Context: an optimization exercise on an open-source flow, tuned for small area. The choices shown serve that exercise and are no tape-out recipe.
In this exercise RTL edits were held to simulation tests only and were not proved equivalent to the original.
Power is estimated from default activity; no workload was simulated.

== run 1 ==
==> flow/design.v (excerpt) <==
module decode_stage (
    input  logic                      clk,
    input  logic                      reset,
    input  decode_pkg::inst_t         instruction,
    input  decode_pkg::xlen_t         fs_pc,
    input  logic                      fs_to_ds_valid,
    input  logic                      es_allowin,
    input  logic                      es_valid,
    input  logic                      ms_valid,
    input  logic                      ws_valid,
    input  logic                      es_rf_we,
    input  logic                      ms_rf_we,
    input  logic                      ws_rf_we,
    input  decode_pkg::reg_addr_t     es_rf_dest,
    input  decode_pkg::reg_addr_t     ms_rf_dest,
    input  decode_pkg::reg_addr_t     ws_rf_dest,
    input  logic                      es_res_from_mem,
    input  logic                      ms_res_from_mem,
    input  logic                      ms_ls_result_valid,
    input  decode_pkg::xlen_t         es_result,
    input  decode_pkg::xlen_t         ms_final_result,
    input  decode_pkg::xlen_t         ws_final_result,
    input  decode_pkg::xlen_t         rf_src1,
    input  decode_pkg::xlen_t         rf_src2,
    output logic                      ds_to_es_valid,
    output logic                      ds_allowin,
    output decode_pkg::xlen_t         ds_pc,
    output decode_pkg::inst_t         ds_inst,
    output decode_pkg::reg_addr_t     rs1,
    output decode_pkg::reg_addr_t     rs2,
    output decode_pkg::reg_addr_t     rf_dest,
    output logic                      rf_we,
    output decode_pkg::xlen_t         oprand1,
    output decode_pkg::xlen_t         oprand2,
    output decode_pkg::alu_op_t       alu_op,
    output decode_pkg::shifter_op_t   shifter_op,
    output logic                      is_alu,
    output logic                      rwi_type,
    output logic                      load,
    output logic                      loadu,
    output logic                      store,
    output decode_pkg::mem_size_t     dwhb,
    output decode_pkg::xlen_t         ls_addr,
    output logic                      ds_load_block,
    output logic                      es_related_cancel,
    output logic                      is_trans,
    output decode_pkg::xlen_t         trans_addr,
    output logic                      branch_taken_cancel
);
For scale: about 850 I/O pins.
export LEC_CHECK = 0
export CAP_MARGIN = 25
export CORE_AREA = 5 5 245 245
export DIE_AREA = 0 0 250 250
export PLACE_DENSITY = 0.7
export SETUP_SLACK_MARGIN = 0.2
export SLEW_MARGIN = 25
create_clock -name core_clock -period 12.0 [get_ports {clk}]
standard.sh (not shown) runs the stock make flow with config.mk's settings and CLKGATE_MAP_FILE= SYNTH_SCRIPT=/design/flow/synth_recipe.tcl, a recipe that flattens the netlist after the stock synthesis.
==> flow/flow/run.sh <==
#!/bin/bash
# Standard ORFS synthesis, then the combinational logic re-mapped for area
# (flip-flops untouched), then the standard ORFS layout with the smallest
# buffer cell on the ports and small buffers for repair.
set -euo pipefail
HERE=$(pwd)
RES=$HERE/orfs/results/$FLOW_PLATFORM/decode_stage/base
export BUFFER_PORTS_ARGS="-buffer_cell sky130_fd_sc_hd__buf_1"
# clock tree without dummy loads
export CTS_ARGS="-sink_clustering_enable -repair_clock_nets -dont_use_dummy_load"

bash standard.sh synth > make_synth.log 2>&1
cp $RES/1_2_yosys.v $HERE/synth_standard.v

printf 'set_driving_cell sky130_fd_sc_hd__buf_1\nset_load 5\n' > $HERE/remap.constr
# the re-mapping and the layout use the small buffers only
EXTRA_DONT_USE="sky130_fd_sc_hd__buf_4 sky130_fd_sc_hd__buf_6 sky130_fd_sc_hd__buf_8 sky130_fd_sc_hd__buf_12 sky130_fd_sc_hd__buf_16"
DONT_USE_CELLS=$(DONT_USE_CELLS="$EXTRA_DONT_USE" make -s -C $FLOW_HOME DESIGN_CONFIG=$FLOW_CONFIG print-DONT_USE_CELLS 2>/dev/null | sed 's/^DONT_USE_CELLS: *//' || true)
export DONT_USE_CELLS
REMAP_LIB=$FLOW_HOME/platforms/$FLOW_PLATFORM/lib/sky130_fd_sc_hd__tt_025C_1v80.lib \
REMAP_NETLIST=$HERE/synth_standard.v REMAP_TOP=$FLOW_TOP \
REMAP_SCRIPT=$HERE/flow/remap.abc REMAP_CONSTR=$HERE/remap.constr \
REMAP_OUT=$HERE/synth_remap.v \
  yosys -c flow/remap.tcl > remap.log 2>&1
cp $HERE/synth_remap.v $RES/1_2_yosys.v

bash standard.sh > make_finish.log 2>&1
==> flow/flow/remap.tcl <==
# Re-map the combinational logic of the standard synthesis netlist with an
# area-oriented ABC script. Flip-flops and tie cells are kept as they are,
# with their instance names, so the registers match the standard synthesis.
yosys -import
set lib $::env(REMAP_LIB)
set net $::env(REMAP_NETLIST)
read_liberty -ignore_miss_func $lib
read_verilog $net
hierarchy -top $::env(REMAP_TOP)
set keep {}
foreach c [split [exec grep -o {sky130_fd_sc_hd__[a-z0-9_]*} $net | sort -u] "\n"] {
  if {[regexp {df|dl|sdf|edf|conb} $c]} { lappend keep $c }
}
foreach c $keep { setattr -mod -set keep_hierarchy 1 $c }
flatten
opt_clean
set du {}
foreach c $::env(DONT_USE_CELLS) { lappend du -dont_use $c }
# the *_0 cells below have the area of their *_1 versions but a weaker drive
foreach c {a21boi_0 and2_0 o21ai_0 o311ai_0 or2_0} { lappend du -dont_use sky130_fd_sc_hd__$c }
abc -script $::env(REMAP_SCRIPT) -liberty $lib {*}$du -D 12000 -constr $::env(REMAP_CONSTR)
opt_clean -purge
stat -liberty $lib
select $::env(REMAP_TOP)
write_verilog -noattr -selected -noexpr $::env(REMAP_OUT)
Other scripts of this flow, unchanged in this note and not shown: flow/flow/remap.abc
Modified inputs, run 2 compared to run 1
- a deleted PLACE_DENSITY that had been 0.7
diff --git a/flow/flow/run.sh b/flow/flow/run.sh
--- a/flow/flow/run.sh
+++ b/flow/flow/run.sh
@@ -3,3 +3,3 @@
 # (flip-flops untouched), then the standard ORFS layout with the smallest
-# buffer cell on the ports and small buffers for repair.
+# buffer cell on the ports.
 set -euo pipefail
@@ -8,4 +8,2 @@
 export BUFFER_PORTS_ARGS="-buffer_cell sky130_fd_sc_hd__buf_1"
-# clock tree without dummy loads
-export CTS_ARGS="-sink_clustering_enable -repair_clock_nets -dont_use_dummy_load"
 
[summary]
Between run 1 and run 2, the minimum setup slack in the final design figures differ only marginally. Compared with run 1, run 2 shows number of DRC markers in iteration 0 that has gone down by a few percent. The core utilization in run 2 was higher than what run 1 gave. Routed via count divided by cell count: lower on run 2.
Modified inputs, run 3 compared to run 2
diff --git a/flow/flow/run.sh b/flow/flow/run.sh
--- a/flow/flow/run.sh
+++ b/flow/flow/run.sh
@@ -3,3 +3,3 @@
 # (flip-flops untouched), then the standard ORFS layout with the smallest
-# buffer cell on the ports.
+# buffer cell on the ports and pins packed one track apart.
 set -euo pipefail
@@ -13,5 +13,3 @@
 printf 'set_driving_cell sky130_fd_sc_hd__buf_1\nset_load 5\n' > $HERE/remap.constr
-# the re-mapping and the layout use the small buffers only
-EXTRA_DONT_USE="sky130_fd_sc_hd__buf_4 sky130_fd_sc_hd__buf_6 sky130_fd_sc_hd__buf_8 sky130_fd_sc_hd__buf_12 sky130_fd_sc_hd__buf_16"
-DONT_USE_CELLS=$(DONT_USE_CELLS="$EXTRA_DONT_USE" make -s -C $FLOW_HOME DESIGN_CONFIG=$FLOW_CONFIG print-DONT_USE_CELLS 2>/dev/null | sed 's/^DONT_USE_CELLS: *//' || true)
+DONT_USE_CELLS=$(make -s -C $FLOW_HOME DESIGN_CONFIG=$FLOW_CONFIG print-DONT_USE_CELLS 2>/dev/null | sed 's/^DONT_USE_CELLS: *//' || true)
 export DONT_USE_CELLS
==> run notes <==
Status: utilization parity (run 2, run 3). Layout net count essentially unchanged between run 2 and run 3. As far as total die area goes, run 3 and run 2 are indistinguishable; the numbers are identical.
diff inputs: run 3 => run 4
- a change of CAP_MARGIN from 25 to 10
- a change of SLEW_MARGIN from 25 to 10
- a deleted SETUP_SLACK_MARGIN that had been 0.2
diff --git a/flow/flow/remap.tcl b/flow/flow/remap.tcl
--- a/flow/flow/remap.tcl
+++ b/flow/flow/remap.tcl
@@ -18,4 +18,2 @@
 foreach c $::env(DONT_USE_CELLS) { lappend du -dont_use $c }
-# the *_0 cells below have the area of their *_1 versions but a weaker drive
-foreach c {a21boi_0 and2_0 o21ai_0 o311ai_0 or2_0} { lappend du -dont_use sky130_fd_sc_hd__$c }
 abc -script $::env(REMAP_SCRIPT) -liberty $lib {*}$du -D 12000 -constr $::env(REMAP_CONSTR)
Findings:
Comparing run 4 and run 3, the higher area of all placed cells without fillers is on run 4.
Non-clock buffer instance count of the final layout of run 4 exceeds that of run 3 by a few percent.
Per the comparison of run 4 with run 3, internal power summed over all cells flat; sequential fraction of total cell area flat; worst hold slack up 0.017 ns.
Cell count: run 4 higher than run 3
#### Input delta (run 5 over run 4)
- an added PLACE_DENSITY of 0.7
- a change of SLEW_MARGIN from 10 to 25
- an added SETUP_SLACK_MARGIN of 0.2
- a change of CAP_MARGIN from 10 to 25
diff --git a/flow/flow/run.sh b/flow/flow/run.sh
--- a/flow/flow/run.sh
+++ b/flow/flow/run.sh
@@ -3,3 +3,3 @@
 # (flip-flops untouched), then the standard ORFS layout with the smallest
-# buffer cell on the ports and pins packed one track apart.
+# buffer cell on the ports.
 set -euo pipefail
@@ -13,3 +13,5 @@
 printf 'set_driving_cell sky130_fd_sc_hd__buf_1\nset_load 5\n' > $HERE/remap.constr
-DONT_USE_CELLS=$(make -s -C $FLOW_HOME DESIGN_CONFIG=$FLOW_CONFIG print-DONT_USE_CELLS 2>/dev/null | sed 's/^DONT_USE_CELLS: *//' || true)
+# the re-mapping and the layout use the small buffers only
+EXTRA_DONT_USE="sky130_fd_sc_hd__buf_4 sky130_fd_sc_hd__buf_6 sky130_fd_sc_hd__buf_8 sky130_fd_sc_hd__buf_12 sky130_fd_sc_hd__buf_16"
+DONT_USE_CELLS=$(DONT_USE_CELLS="$EXTRA_DONT_USE" make -s -C $FLOW_HOME DESIGN_CONFIG=$FLOW_CONFIG print-DONT_USE_CELLS 2>/dev/null | sed 's/^DONT_USE_CELLS: *//' || true)
 export DONT_USE_CELLS
diff --git a/flow/flow/remap.tcl b/flow/flow/remap.tcl
--- a/flow/flow/remap.tcl
+++ b/flow/flow/remap.tcl
@@ -18,2 +18,4 @@
 foreach c $::env(DONT_USE_CELLS) { lappend du -dont_use $c }
+# the *_0 cells below have the area of their *_1 versions but a weaker drive
+foreach c {a21boi_0 and2_0 o21ai_0 o311ai_0 or2_0} { lappend du -dont_use sky130_fd_sc_hd__$c }
 abc -script $::env(REMAP_SCRIPT) -liberty $lib {*}$du -D 12000 -constr $::env(REMAP_CONSTR)
--- outcome ---
Of the two values seen for capture point of the critical path, trans_addr[63] was produced by run 5 and trans_addr[60] by run 4. Compared with run 4, in run 5 critical path buffer and inverter count -1; number of instances in the synthesized netlist was more or less identical; time the worst path needs with I/O delays and setup lower; wire length after detailed routing up 520 um; global-route usage did not really move. Summary of run 5 over run 4: area after synthesis now sits at about the same level, fraction of final layout cells with drive strength greater than 1 now smaller, register share of the cell area now larger. met3 demand-to-capacity share in global routing was lower in the run labelled run 4. The run showing the greater initial antenna violation count is run 4. Row wire length of the first global-routing pass: run 5 lower / run 4 higher.

## separate check: timing with driven ports
The results above use ideal ports. As a check the final layouts listed here were re-extracted and re-timed, cells and wires unchanged.
Step 1 (the two cells are an assumption about what drives the block):
set clk [get_ports {clk}]
set_driving_cell -lib_cell sky130_fd_sc_hd__clkbuf_16 $clk
set_driving_cell -lib_cell sky130_fd_sc_hd__buf_2 [delete_from_list [all_inputs] $clk]
Step 2 adds t to the input delays and takes it off the output delays; t is the mean of the earliest and latest rising clock arrival at the registers after step 1. Input paths then give back, and output paths get back, about the clock's delay inside the block.
Three values: ideal ports, drivers, drivers and shift; two values: the first two.
run	shift t [ns]	setup slack, ns	clock arrival spread, ns	worst slew at a driven data input, ns	pins driven straight from the clock port
run 1	0.428	0.468 / 0.443 / 0.444	0.038 / 0.038	0.27	1
run 2	0.459	0.467 / 0.446 / 0.446	0.019 / 0.019	0.25	1
run 3	0.463	0.420 / 0.399 / 0.399	0.030 / 0.030	0.20	1
run 4	0.461	0.346 / 0.289 / 0.319	0.027 / 0.028	0.21	1
run 5	0.436	0.405 / 0.381 / 0.381	0.023 / 0.023	0.23	1
After both steps setup and hold are still met in every run listed. For run 4, which loses most, drivers alone change the setup slack by -0.057 ns; drivers and shift together by -0.027 ns.
